Context: an optimization exercise on an open-source flow, tuned for small area, a short achievable clock period and few clock cycles. The choices shown serve that exercise and are no tape-out recipe.
Only simulation tests tie the RTL to the original design; equivalence was not proved.
No activity file was given, so power comes from the tool's default toggle rates.

$ cat flow/config.mk
export PLATFORM = sky130hd
export DESIGN_NAME = glyph_column_renderer_5x7
export DESIGN_NICKNAME = glyph_column_renderer_5x7
export VERILOG_FILES = /design/flow/design.v
export SDC_FILE = /design/flow/constraint.sdc
export NUM_CORES = 4
export LEC_CHECK = 0
export CAP_MARGIN = 20
export CORE_MARGIN = 2
export CORE_UTILIZATION = 40
export SLEW_MARGIN = 20
export SYNTH_MEMORY_MAX_BITS = 8192
$ cat flow/constraint.sdc
create_clock -name core_clock -period 6.0 [get_ports {clk_i}]
set_input_delay 1.2000 -clock core_clock [delete_from_list [all_inputs] [get_ports {clk_i}]]
set_output_delay 1.2000 -clock core_clock [all_outputs]
set_load 0.01 [all_outputs]
$ cat flow/design.v
package gcr_pkg;
  localparam int unsigned COORD_W        = 16;
  localparam int unsigned COORD_BITS_DEF = 16;
  localparam int unsigned GLYPH_COUNT_DEF = 100;
  localparam int unsigned ROM_GLYPHS     = 100;
  localparam int unsigned NUM_COLS       = 5;
  localparam int unsigned NUM_SLOTS      = NUM_COLS + 1;
  localparam int unsigned ULINE_SLOT     = NUM_COLS;
  localparam int unsigned MODE_FIXED = 0;
  localparam int unsigned MODE_ULINE = 1;
  localparam logic [7:0] CODE_BASE = 8'd32;
  localparam logic [7:0] CODE_A_UML_UC = 8'd196;
  localparam logic [7:0] CODE_O_UML_UC = 8'd214;
  localparam logic [7:0] CODE_O_UML_LC = 8'd246;
  localparam logic [7:0] CODE_U_UML_UC = 8'd220;
  localparam logic [7:0] CODE_U_UML_LC = 8'd252;
  localparam logic [7:0] CODE_A_UML_LC = 8'd228;
  localparam logic [7:0] CODE_SHARP_S  = 8'd223;
  localparam logic [7:0] SLOT_A_UML_UC = 8'd127;
  localparam logic [7:0] SLOT_O_UML    = 8'd128;
  localparam logic [7:0] SLOT_U_UML    = 8'd129;
  localparam logic [7:0] SLOT_A_UML_LC = 8'd130;
  localparam logic [7:0] SLOT_SHARP_S  = 8'd131;
  localparam logic [6:0] GLYPH_ROWS = 7'h7F;
  localparam logic [7:0] ULINE_BIT  = 8'h80;
  typedef struct packed {
    logic                          glyph_ok;
    logic [1:0]                    mode;
    logic [COORD_W-1:0]            px;
    logic [COORD_W-1:0]            py;
    logic [NUM_COLS-1:0][7:0]      cols;
  } glyph_t;
  typedef struct packed {
    logic [COORD_W-1:0] x;
    logic [7:0]         bits;
    logic [7:0]         mask;
    logic [2:0]         width;
  } slot_t;
  localparam int unsigned SLOT_W = COORD_W + 8 + 8 + 3;
  typedef struct packed {
    logic [COORD_W-1:0]               py;
    logic [NUM_SLOTS-1:0]             pend;
    logic [NUM_SLOTS-1:0][SLOT_W-1:0] slot;
  } burst_t;
  function automatic logic [7:0] map_code(input logic [7:0] code);
    logic [7:0] res;
    res = code;
    case (code)
      CODE_A_UML_UC:                 res = SLOT_A_UML_UC;
      CODE_O_UML_UC, CODE_O_UML_LC:  res = SLOT_O_UML;
      CODE_U_UML_UC, CODE_U_UML_LC:  res = SLOT_U_UML;
      CODE_A_UML_LC:                 res = SLOT_A_UML_LC;
      CODE_SHARP_S:                  res = SLOT_SHARP_S;
      default:                       res = code;
    endcase
    map_code = res;
  endfunction
  function automatic logic [39:0] glyph_rom(input logic [6:0] idx);
    logic [39:0] e;
    case (idx)
      7'd0: e = 40'h00_00_00_00_00;
      7'd1: e = 40'h00_00_5F_00_00;
      7'd2: e = 40'h00_03_00_03_00;
      7'd3: e = 40'h14_7F_14_7F_14;
      7'd4: e = 40'h24_2A_7F_2A_12;
      7'd5: e = 40'h26_16_08_34_32;
      7'd6: e = 40'h36_49_55_22_50;
      7'd7: e = 40'h00_00_03_00_00;
      7'd8: e = 40'h00_1C_22_41_00;
      7'd9: e = 40'h00_41_22_1C_00;
      7'd10: e = 40'h22_14_7F_14_22;
      7'd11: e = 40'h08_08_3E_08_08;
      7'd12: e = 40'h00_00_60_30_00;
      7'd13: e = 40'h08_08_08_08_08;
      7'd14: e = 40'h00_00_60_60_00;
      7'd15: e = 40'h20_10_08_04_02;
      7'd16: e = 40'h3E_41_41_41_3E;
      7'd17: e = 40'h00_42_7F_40_00;
      7'd18: e = 40'h42_61_51_49_46;
      7'd19: e = 40'h22_41_49_49_36;
      7'd20: e = 40'h0C_0A_49_7F_48;
      7'd21: e = 40'h2F_49_49_49_31;
      7'd22: e = 40'h3E_49_49_49_32;
      7'd23: e = 40'h01_71_09_05_03;
      7'd24: e = 40'h36_49_49_49_36;
      7'd25: e = 40'h26_49_49_49_3E;
      7'd26: e = 40'h00_00_36_36_00;
      7'd27: e = 40'h00_00_56_36_00;
      7'd28: e = 40'h08_14_22_41_00;
      7'd29: e = 40'h14_14_14_14_14;
      7'd30: e = 40'h41_22_14_08_00;
      7'd31: e = 40'h02_01_51_09_06;
      7'd32: e = 40'h3E_41_5D_55_1E;
      7'd33: e = 40'h7E_09_09_09_7E;
      7'd34: e = 40'h7F_49_49_49_36;
      7'd35: e = 40'h3E_41_41_41_22;
      7'd36: e = 40'h7F_41_41_41_3E;
      7'd37: e = 40'h7F_49_49_49_41;
      7'd38: e = 40'h7F_09_09_09_09;
      7'd39: e = 40'h3E_41_49_49_3A;
      7'd40: e = 40'h7F_08_08_08_7F;
      7'd41: e = 40'h00_41_7F_41_00;
      7'd42: e = 40'h30_40_41_3F_01;
      7'd43: e = 40'h7F_08_08_14_63;
      7'd44: e = 40'h00_7F_40_40_40;
      7'd45: e = 40'h7F_04_08_04_7F;
      7'd46: e = 40'h7F_02_0C_10_7F;
      7'd47: e = 40'h3E_41_41_41_3E;
      7'd48: e = 40'h7F_09_09_09_06;
      7'd49: e = 40'h3E_41_51_61_7E;
      7'd50: e = 40'h7F_09_19_29_46;
      7'd51: e = 40'h26_49_49_49_32;
      7'd52: e = 40'h01_01_7F_01_01;
      7'd53: e = 40'h3F_40_40_40_3F;
      7'd54: e = 40'h07_18_60_18_07;
      7'd55: e = 40'h1F_60_18_60_1F;
      7'd56: e = 40'h63_14_08_14_63;
      7'd57: e = 40'h03_04_78_04_03;
      7'd58: e = 40'h61_51_49_45_43;
      7'd59: e = 40'h00_7F_41_41_00;
      7'd60: e = 40'h02_04_08_10_20;
      7'd61: e = 40'h00_41_41_7F_00;
      7'd62: e = 40'h04_02_01_02_04;
      7'd63: e = 40'h40_40_40_40_40;
      7'd64: e = 40'h00_01_02_00_00;
      7'd65: e = 40'h30_4A_4A_4A_7C;
      7'd66: e = 40'h00_7F_44_44_38;
      7'd67: e = 40'h38_44_44_44_00;
      7'd68: e = 40'h00_38_44_44_7F;
      7'd69: e = 40'h38_54_54_54_18;
      7'd70: e = 40'h08_7E_09_01_00;
      7'd71: e = 40'h0C_52_52_52_3C;
      7'd72: e = 40'h7F_04_04_04_78;
      7'd73: e = 40'h00_00_7A_00_00;
      7'd74: e = 40'h20_40_3A_00_00;
      7'd75: e = 40'h7F_10_28_44_00;
      7'd76: e = 40'h00_00_7F_00_00;
      7'd77: e = 40'h7C_04_18_04_78;
      7'd78: e = 40'h00_78_04_04_78;
      7'd79: e = 40'h38_44_44_44_38;
      7'd80: e = 40'h7C_14_24_24_18;
      7'd81: e = 40'h18_24_24_14_7C;
      7'd82: e = 40'h7C_08_04_04_00;
      7'd83: e = 40'h48_54_54_54_24;
      7'd84: e = 40'h00_02_3F_42_00;
      7'd85: e = 40'h3C_40_40_40_3C;
      7'd86: e = 40'h1C_20_40_20_1C;
      7'd87: e = 40'h3C_40_30_40_3C;
      7'd88: e = 40'h44_28_10_28_44;
      7'd89: e = 40'h0C_50_50_50_3C;
      7'd90: e = 40'h44_64_54_4C_00;
      7'd91: e = 40'h08_36_41_41_00;
      7'd92: e = 40'h00_00_7F_00_00;
      7'd93: e = 40'h41_41_36_08_00;
      7'd94: e = 40'h08_04_08_10_08;
      7'd95: e = 40'h79_14_12_14_79;
      7'd96: e = 40'h39_44_44_44_39;
      7'd97: e = 40'h3D_40_40_40_3D;
      7'd98: e = 40'h31_48_48_48_7D;
      7'd99: e = 40'h7E_01_49_49_36;
      default: e = 40'h00_00_00_00_00;
    endcase
    glyph_rom = e;
  endfunction
endpackage
import gcr_pkg::*;
module gcr_fetch #(
  parameter int unsigned COORD_BITS  = COORD_BITS_DEF,
  parameter int unsigned GLYPH_COUNT = GLYPH_COUNT_DEF
) (
  input  logic               clk_i,
  input  logic               rst_ni,
  input  logic               in_valid_i,
  output logic               in_ready_o,
  input  logic [7:0]         char_code_i,
  input  logic [1:0]         font_mode_i,
  input  logic [COORD_W-1:0] pos_x_i,
  input  logic [COORD_W-1:0] pos_y_i,
  output logic               out_valid_o,
  input  logic               out_ready_i,
  output gcr_pkg::glyph_t             out_o
);
  localparam logic [COORD_W-1:0] CMASK = COORD_W'((32'd1 << COORD_BITS) - 32'd1);
  logic               v1_q, v2_q;
  logic               en1, en2;
  logic [7:0]         idx;
  logic [6:0]         idx1_q;
  logic               ok1_q;
  logic [1:0]         mode1_q;
  logic [COORD_W-1:0] px1_q, py1_q;
  logic [39:0]        entry;
  gcr_pkg::glyph_t             glyph_d, glyph_q;
  assign en2        = !v2_q || out_ready_i;
  assign en1        = !v1_q || en2;
  assign in_ready_o = en1;
  assign idx = gcr_pkg::map_code(char_code_i) - CODE_BASE;
  always_ff @(posedge clk_i or negedge rst_ni) begin
    if (!rst_ni) begin
      v1_q <= 1'b0;
      v2_q <= 1'b0;
    end else begin
      if (en1) v1_q <= in_valid_i;
      if (en2) v2_q <= v1_q;
    end
  end
  always_ff @(posedge clk_i) begin
    if (en1 && in_valid_i) begin
      idx1_q  <= idx[6:0];
      ok1_q   <= (idx < 8'(GLYPH_COUNT));
      mode1_q <= font_mode_i;
      px1_q   <= pos_x_i & CMASK;
      py1_q   <= pos_y_i & CMASK;
    end
  end
  assign entry = ok1_q ? gcr_pkg::glyph_rom(idx1_q) : '0;
  always_comb begin
    glyph_d          = '0;
    glyph_d.glyph_ok = ok1_q;
    glyph_d.mode     = mode1_q;
    glyph_d.px       = px1_q;
    glyph_d.py       = py1_q;
    for (int i = 0; i < NUM_COLS; i++) begin
      glyph_d.cols[i] = entry[39 - 8*i -: 8];
    end
  end
  always_ff @(posedge clk_i) begin
    if (en2 && v1_q) begin
      glyph_q <= glyph_d;
    end
  end
  assign out_valid_o = v2_q;
  assign out_o       = glyph_q;
endmodule
import gcr_pkg::*;
module gcr_shape #(
  parameter int unsigned COORD_BITS = COORD_BITS_DEF
) (
  input  logic   clk_i,
  input  logic   rst_ni,
  input  logic   in_valid_i,
  output logic   in_ready_o,
  input  gcr_pkg::glyph_t in_i,
  output logic   out_valid_o,
  input  logic   out_ready_i,
  output gcr_pkg::burst_t out_o
);
  localparam logic [COORD_W-1:0] CMASK = COORD_W'((32'd1 << COORD_BITS) - 32'd1);
  logic                     v3_q, v4_q;
  logic                     en3, en4;
  logic                     thin;
  logic [2:0]               run;
  logic [NUM_COLS-1:0][7:0] tcol;
  logic [NUM_COLS-1:0]      nz;
  logic [NUM_SLOTS-1:0][2:0] wb;
  logic                      ok3_q;
  logic                      ul3_q;
  logic [COORD_W-1:0]        px3_q, py3_q;
  logic [NUM_COLS-1:0][7:0]  col3_q;
  logic [NUM_SLOTS-1:0][2:0] wb3_q;
  logic [NUM_SLOTS-1:0][COORD_W:0] sum;
  logic [NUM_COLS-1:0]       draw;
  logic [COORD_W:0]          fin_sum;
  logic [2:0]                fin_w;
  gcr_pkg::slot_t                     sl;
  gcr_pkg::burst_t                    burst_d, burst_q;
  assign en4        = !v4_q || out_ready_i;
  assign en3        = !v3_q || en4;
  assign in_ready_o = en3;
  assign thin = !in_i.mode[MODE_FIXED];
  always_comb begin
    run  = '0;
    tcol = in_i.cols;
    for (int i = 0; i < NUM_COLS - 1; i++) begin
      run = run + 3'd1;
      if (in_i.cols[i] != in_i.cols[i+1]) run = '0;
      if (thin && (run == 3'd2 || run == 3'd4)) tcol[i] = '0;
    end
  end
  always_comb begin
    wb[0] = '0;
    for (int i = 0; i < NUM_COLS; i++) begin
      nz[i]   = (tcol[i] != '0) || !thin;
      wb[i+1] = wb[i] + {2'b00, nz[i]};
    end
  end
  always_ff @(posedge clk_i or negedge rst_ni) begin
    if (!rst_ni) begin
      v3_q <= 1'b0;
      v4_q <= 1'b0;
    end else begin
      if (en3) v3_q <= in_valid_i;
      if (en4) v4_q <= v3_q;
    end
  end
  always_ff @(posedge clk_i) begin
    if (en3 && in_valid_i) begin
      ok3_q  <= in_i.glyph_ok;
      ul3_q  <= in_i.mode[MODE_ULINE];
      px3_q  <= in_i.px;
      py3_q  <= in_i.py;
      col3_q <= tcol;
      wb3_q  <= wb;
    end
  end
  always_comb begin
    for (int i = 0; i < NUM_SLOTS; i++) begin
      sum[i] = (COORD_W+1)'(px3_q) + (COORD_W+1)'(wb3_q[i]);
    end
    for (int i = 0; i < NUM_COLS; i++) begin
      if (i == 0) draw[i] = !sum[i][COORD_BITS];
      else        draw[i] = !sum[i][COORD_BITS] && draw[i-1];
    end
    fin_sum = sum[NUM_SLOTS-1];
    fin_w   = wb3_q[NUM_SLOTS-1];
    for (int i = NUM_COLS - 1; i >= 0; i--) begin
      if (!draw[i]) begin
        fin_sum = sum[i];
        fin_w   = wb3_q[i];
      end
    end
  end
  always_comb begin
    burst_d    = '0;
    burst_d.py = py3_q;
    sl         = '0;
    if (ok3_q) begin
      for (int i = 0; i < NUM_COLS; i++) begin
        sl.x     = sum[i][COORD_W-1:0] & CMASK;
        sl.bits  = {ul3_q, col3_q[i][6:0]};
        sl.mask  = {ul3_q, GLYPH_ROWS};
        sl.width = wb3_q[i+1];
        burst_d.slot[i] = sl;
        burst_d.pend[i] = draw[i];
      end
      sl.x     = fin_sum[COORD_W-1:0] & CMASK;
      sl.bits  = ULINE_BIT;
      sl.mask  = ULINE_BIT;
      sl.width = fin_w;
      burst_d.slot[ULINE_SLOT] = sl;
      burst_d.pend[ULINE_SLOT] = ul3_q;
    end else begin
      sl.x            = px3_q;
      burst_d.slot[0] = sl;
      burst_d.pend[0] = 1'b1;
    end
  end
  always_ff @(posedge clk_i) begin
    if (en4 && v3_q) begin
      burst_q <= burst_d;
    end
  end
  assign out_valid_o = v4_q;
  assign out_o       = burst_q;
endmodule
import gcr_pkg::*;
module gcr_emit (
  input  logic               clk_i,
  input  logic               rst_ni,
  input  logic               in_valid_i,
  output logic               in_ready_o,
  input  gcr_pkg::burst_t             in_i,
  output logic               result_valid_o,
  output logic [COORD_W-1:0] column_x_o,
  output logic [COORD_W-1:0] top_y_o,
  output logic [7:0]         row_bits_o,
  output logic [7:0]         row_write_mask_o,
  output logic               last_o,
  output logic [2:0]         char_width_o
);
  logic [NUM_SLOTS-1:0] pend_q;
  logic [NUM_SLOTS-1:0] pick;
  logic                 last;
  logic                 free;
  gcr_pkg::burst_t               burst_q;
  gcr_pkg::slot_t                cur;
  always_comb begin
    pick = '0;
    cur  = '0;
    for (int i = NUM_SLOTS - 1; i >= 0; i--) begin
      if (pend_q[i]) begin
        pick = NUM_SLOTS'(1) << i;
        cur  = burst_q.slot[i];
      end
    end
  end
  assign last       = ((pend_q & ~pick) == '0);
  assign free       = (pend_q == '0) || last;
  assign in_ready_o = free;
  always_ff @(posedge clk_i or negedge rst_ni) begin
    if (!rst_ni) begin
      pend_q <= '0;
    end else if (free) begin
      pend_q <= in_valid_i ? in_i.pend : '0;
    end else begin
      pend_q <= pend_q & ~pick;
    end
  end
  always_ff @(posedge clk_i) begin
    if (free && in_valid_i) begin
      burst_q <= in_i;
    end
  end
  assign result_valid_o   = (pend_q != '0);
  assign column_x_o       = cur.x;
  assign top_y_o          = burst_q.py;
  assign row_bits_o       = cur.bits;
  assign row_write_mask_o = cur.mask;
  assign last_o           = last;
  assign char_width_o     = cur.width;
endmodule
import gcr_pkg::*;
module glyph_column_renderer_5x7 #(
  parameter int unsigned COORD_BITS  = COORD_BITS_DEF,
  parameter int unsigned GLYPH_COUNT = GLYPH_COUNT_DEF
) (
  input  logic               clk_i,
  input  logic               rst_ni,
  input  logic               start_i,
  output logic               busy_o,
  input  logic [7:0]         char_code_i,
  input  logic [1:0]         font_mode_i,
  input  logic [COORD_W-1:0] pos_x_i,
  input  logic [COORD_W-1:0] pos_y_i,
  output logic               result_valid_o,
  output logic [COORD_W-1:0] column_x_o,
  output logic [COORD_W-1:0] top_y_o,
  output logic [7:0]         row_bits_o,
  output logic [7:0]         row_write_mask_o,
  output logic               last_o,
  output logic [2:0]         char_width_o
);
  logic   fetch_ready;
  logic   glyph_valid, shape_ready;
  gcr_pkg::glyph_t glyph;
  logic   burst_valid, emit_ready;
  gcr_pkg::burst_t burst;
  assign busy_o = !fetch_ready;
  gcr_fetch #(
    .COORD_BITS  (COORD_BITS),
    .GLYPH_COUNT (GLYPH_COUNT)
  ) u_fetch (
    .clk_i       (clk_i),
    .rst_ni      (rst_ni),
    .in_valid_i  (start_i),
    .in_ready_o  (fetch_ready),
    .char_code_i (char_code_i),
    .font_mode_i (font_mode_i),
    .pos_x_i     (pos_x_i),
    .pos_y_i     (pos_y_i),
    .out_valid_o (glyph_valid),
    .out_ready_i (shape_ready),
    .out_o       (glyph)
  );
  gcr_shape #(
    .COORD_BITS (COORD_BITS)
  ) u_shape (
    .clk_i       (clk_i),
    .rst_ni      (rst_ni),
    .in_valid_i  (glyph_valid),
    .in_ready_o  (shape_ready),
    .in_i        (glyph),
    .out_valid_o (burst_valid),
    .out_ready_i (emit_ready),
    .out_o       (burst)
  );
  gcr_emit u_emit (
    .clk_i            (clk_i),
    .rst_ni           (rst_ni),
    .in_valid_i       (burst_valid),
    .in_ready_o       (emit_ready),
    .in_i             (burst),
    .result_valid_o   (result_valid_o),
    .column_x_o       (column_x_o),
    .top_y_o          (top_y_o),
    .row_bits_o       (row_bits_o),
    .row_write_mask_o (row_write_mask_o),
    .last_o           (last_o),
    .char_width_o     (char_width_o)
  );
endmodule
$ cat flow/run.sh
#!/bin/bash
# synth_recipe.tcl (not shown) runs the flow's synth.tcl, then flattens the netlist and writes it again
# the make line also repeats each setting of config.mk as NAME=value (left out here)
make -C /OpenROAD-flow-scripts/flow DESIGN_CONFIG=/design/flow/config.mk WORK_HOME=/design/flow/orfs CLKGATE_MAP_FILE= SYNTH_SCRIPT=/design/flow/synth_recipe.tcl finish
==> summary.txt <==
-- stage by stage --
step | cells | utilization [%] | setup slack [ps] | area (sq um)
global route | 2975 | 45.6 | 1370 | 28700
floorplan | 2065 | - | 131 | 25500
detailed placement | 2880 | 42.9 | 1880 | 27000
global placement | 2880 | 42.9 | 1870 | 27000
finish | 2975 | 45.6 | 1500 | 28700
CTS | 2975 | 45.6 | 1500 | 28700
-- layout make-up --
| cell class | instances | area [sq um] | area share (%) |
|---|---|---|---|
| Clock inverter | 30 | 287 | 0.999 |
| Clock buffer | 65 | 1390 | 4.86 |
| Timing Repair Buffer | 137 | 1320 | 4.62 |
| Sequential cell | 535 | 16000 | 55.8 |
| Multi-Input combinational cell | 1323 | 8460 | 29.5 |
| Tap cell | 846 | 1060 | 3.69 |
| Inverter | 39 | 146 | 0.510 |
-- flip-flops by register name, indices dropped and copies added (netlist names) --
name / flops
u_shape.wb3_q: 12
u_fetch.mode1_q: 2
u_fetch.py1_q: 16
u_shape.ul3_q: 1
u_fetch.glyph_q: 70
u_fetch.v2_q: 1
u_fetch.idx1_q: 7
u_shape.v4_q: 1
u_shape.px3_q: 16
u_fetch.px1_q: 16
u_fetch.ok1_q: 1
u_emit.burst_q: 164
u_shape.v3_q: 1
u_shape.py3_q: 16
u_shape.burst_q: 168
u_shape.ok3_q: 1
u_emit.pend_q: 6
u_shape.col3_q: 35
u_fetch.v1_q: 1
-- worst paths after layout --
| kind | end | cells after the start | slack [ps] |
|---|---|---|---|
| max | column_x_o[13] | 7 | 1500 |
| min | u_emit.burst_q[121] | 0 | 390 |
| max reg2reg | u_shape.wb3_q[17] | 18 | 1870 |
| min reg2reg | u_emit.burst_q[121] | 0 | 390 |
| max in group asynchronous | u_emit.pend_q[5] | 1 | 4770 |
| min in group asynchronous | u_emit.pend_q[1] | 1 | 910 |
-- routing by layer --
metal  wire length (um)  part of all wire (%)  global-route usage (%)
met1              31200                    44                    29.9
met2              31300                    45                    32.2
met5                 27                 0.039                       0
met4               2720                   3.9                    8.28
met3               4850                   6.9                    3.59
-- synth_stat cells, types with 15 or more instances --
master / number / share of area [%]
buf_4: 32 / 0.94
or3_1: 15 / 0.37
and2_1: 68 / 1.7
ha_1: 40 / 2.0
mux2i_1: 27 / 1.1
xor2_1: 43 / 1.5
a211oi_1: 28 / 0.83
nor3_1: 44 / 0.87
o211ai_1: 28 / 0.83
o21a_1: 17 / 0.50
o21ai_0: 135 / 2.7
nand3_1: 46 / 0.90
xnor2_1: 52 / 1.8
nor2b_1: 56 / 1.4
nand2b_1: 28 / 0.69
buf_2: 55 / 1.1
clkbuf_1: 67 / 0.99
nor2_1: 168 / 2.5
inv_1: 34 / 0.50
nand2_1: 145 / 2.1
a21oi_1: 99 / 1.9
a31oi_1: 17 / 0.42
a22oi_1: 38 / 1.1
edfxtp_1: 525 / 62
-- layout by cell type (no fill, tap or decap), types with 7 or more instances in the layout --
cell | netlist | final
xnor2_1 | 52 | 52
nand3_1 | 46 | 46
nor2_1 | 168 | 168
a31oi_1 | 17 | 17
a22oi_1 | 38 | 38
a311oi_1 | 8 | 8
a211oi_1 | 28 | 28
clkinv_1 | 1 | 15
nor3_1 | 44 | 44
ha_1 | 40 | 40
mux2i_1 | 27 | 27
clkdlybuf4s50_1 | 0 | 98
nor2b_1 | 56 | 54
inv_1 | 34 | 34
a21o_1 | 11 | 11
o21a_1 | 17 | 17
o22ai_1 | 11 | 11
o21ai_0 | 135 | 135
nand2b_1 | 28 | 28
or3_1 | 15 | 15
xor2_1 | 43 | 43
nand4_1 | 9 | 9
nor4_1 | 14 | 14
a21oi_1 | 99 | 99
clkbuf_1 | 67 | 11
dfrtp_1 | 10 | 10
o21ai_1 | 10 | 10
a221oi_1 | 14 | 14
and3_1 | 7 | 7
buf_4 | 32 | 35
nand2_1 | 145 | 145
clkbuf_16 | 0 | 54
o31a_1 | 7 | 7
o211ai_1 | 28 | 28
edfxtp_1 | 525 | 525
and2_1 | 68 | 65
-- power breakdown --
part | leakage, nW | internal, mW | total, mW | switching (mW)
registers | 5.18 | 7.49 | 8.45 | 0.962
clock network | 0.811 | 1.79 | 3.19 | 1.40
logic | 3.68 | 2.40 | 7.47 | 5.07
total | 9.68 | 11.7 | 19.1 | 7.43
-- cells by family (layout without fill, tap and decap cells) --
group	Yosys count	count (layout)	synth area share (%)
xor+xnor	95	95	3.27
mux	32	32	1.46
fa+ha+maj	48	48	2.52
buf+inv	207	271	3.97
flops	535	535	62.9
simple gates	642	642	12.7
compound gates	506	506	13.2
==> impl_metrics.py <==
metrics = {
    "sta": {
        "relSlewSlack_pct": 22.4,
        "worst_pin_slew_ps": 1160,
        "fin_crit_ps": 4500,
        "rsz0062_at_grt": "false",
        "hold_violations": 0,
        "clock-skew-final_ps": 32.1,
        "fmax_ghz": 0.222,
        "setup_tns_ps": 0,
        "period_share_pct": 75.0,
        "finalMaxSlewViolations": 0,
        "whs_ps": 393,
        "setup_viol": 0,
    },
    "placed_design": {
        "gp_congestion": 0.948,
        "dpl.hpwl_um": 47800,
        "io_buffers": 98,
    },
    "setup_path": {
        "startpoint": "u_emit.pend_q[4]",
        "cpMostUsedCell": "o21ai_0",
        "arrival_ps": 3300,
        "critPathSlowestCell": "clkdlybuf4s50_1",
        "max_stage_delay_ps": 640,
        "cp.buffers_inverters": 2,
        "cp.required_ps": 4800,
        "worstSetupPathType": "register to output port",
        "path_cells": "nor2b_2 -> buf_4 -> a22oi_1 -> o21ai_0 -> mux2i_1 -> o21ai_0 -> clkdlybuf4s50_1",
        "crit_family": "buffers and inverters",
        "rr_startpoint": "u_fetch.glyph_q[22]",
        "cp-start-kind": "register",
        "end_kind": "output port",
        "cp_max_fo": 13,
    },
    "yosys": {
        "synthCells": 2065,
        "ys_warn_count": 3,
        "yosys_most_used_dff": "edfxtp_1",
        "synth_fp_nets": 2156,
        "async_flop_share_pct": 1.87,
        "synth.distinct_cells": 97,
        "netlist_area_sq_um": 25500,
        "synth_edf_count": 525,
        "yosysSeqAreaShare_pct": 62.9,
        "synth-seq-cells": 535,
        "syn_area_per_cell_sq_um": 12.3,
    },
    "grt": {
        "grt_max_degree": 148,
        "antenna_found_initial": 2,
        "grt_overflow": 0,
        "grt_pass1_vias": 16400,
        "grt_pass1_wl_um": 106000,
        "grt_use_total_pct": 21.0,
    },
    "worst_hold_path": {
        "hp-start": "u_shape.burst_q[121]",
        "min_path_type": "register to register",
    },
    "die": {
        "die_h_um": 256,
        "start_util_pct": 40.4,
        "die_x_um": 256,
        "rows": 92,
        "io_pins": 99,
        "floorplan.die_area_sq_um": 65700,
        "coreArea_sq_um": 63000,
    },
    "finish": {
        "fill_cells": 5706,
        "layout-drive-gt1-share_pct": 7.42,
        "diodes": 0,
        "layout.nets": 2181,
        "syn2layout_area_growth_pct": 12.7,
    },
    "route": {
        "drt-initial-drc-count": 1811,
        "vias": 16900,
        "drtPass1Iterations": 6,
        "wl_per_cell_um": 23.6,
        "vias_per_cell": 5.67,
        "postRouteAntennaNets": 0,
        "routed_wirelength_um": 70100,
        "drc_errors": 0,
    },
    "cts": {
        "clk_pin_slew_ps": 60,
        "htree_levels": 2,
        "clock_sinks": 535,
        "cts_tree": "yes",
        "post_cts_resized": 0,
        "cts-buffers-inserted": 54,
        "clock_path_buffers": 3,
        "insertion_delay_ps": 610,
        "cts_setup_buffers": 0,
        "cts-root-buf": "clkbuf_16",
        "postCtsHoldBufs": 0,
    },
    "power_and_ir_drop": {
        "finalPower_mw": 19.1,
        "p_leak_nw": 9.68,
        "p_per_area_nw_per_um2": 666,
        "peakVddDrop_mv": 0.396,
    },
    "job": {
        "cap_violations": 0,
    },
    "outcome": {
        "status": "finished clean",
    },
}
Testbench counts, summed over its fixed seeds: cycles 12,858.

## separate check: timing with driven ports
How much do the figures lean on ideal ports? The routed layout below was timed once more, with nothing changed but the port constraints.
Step 1: set_driving_cell puts a clkbuf_16 on clk_i and a buf_2 on each other input, an assumption about the parent block.
Step 2 times the ports against the registers' clock, not the clock port: input delays grow and output delays shrink by t, the midpoint of the rising clock arrivals with the driver on.
a / b / c = ideal ports / drivers / drivers and shift; a / b = the first two.
t (ns): 0.663
setup WS [ns]: 1.501 / 1.438 / 1.872
pins driven straight from the clock port: 1
After both steps this run still meets setup and hold. For this run, drivers alone change the setup slack by -0.063 ns; drivers and shift together by +0.371 ns.
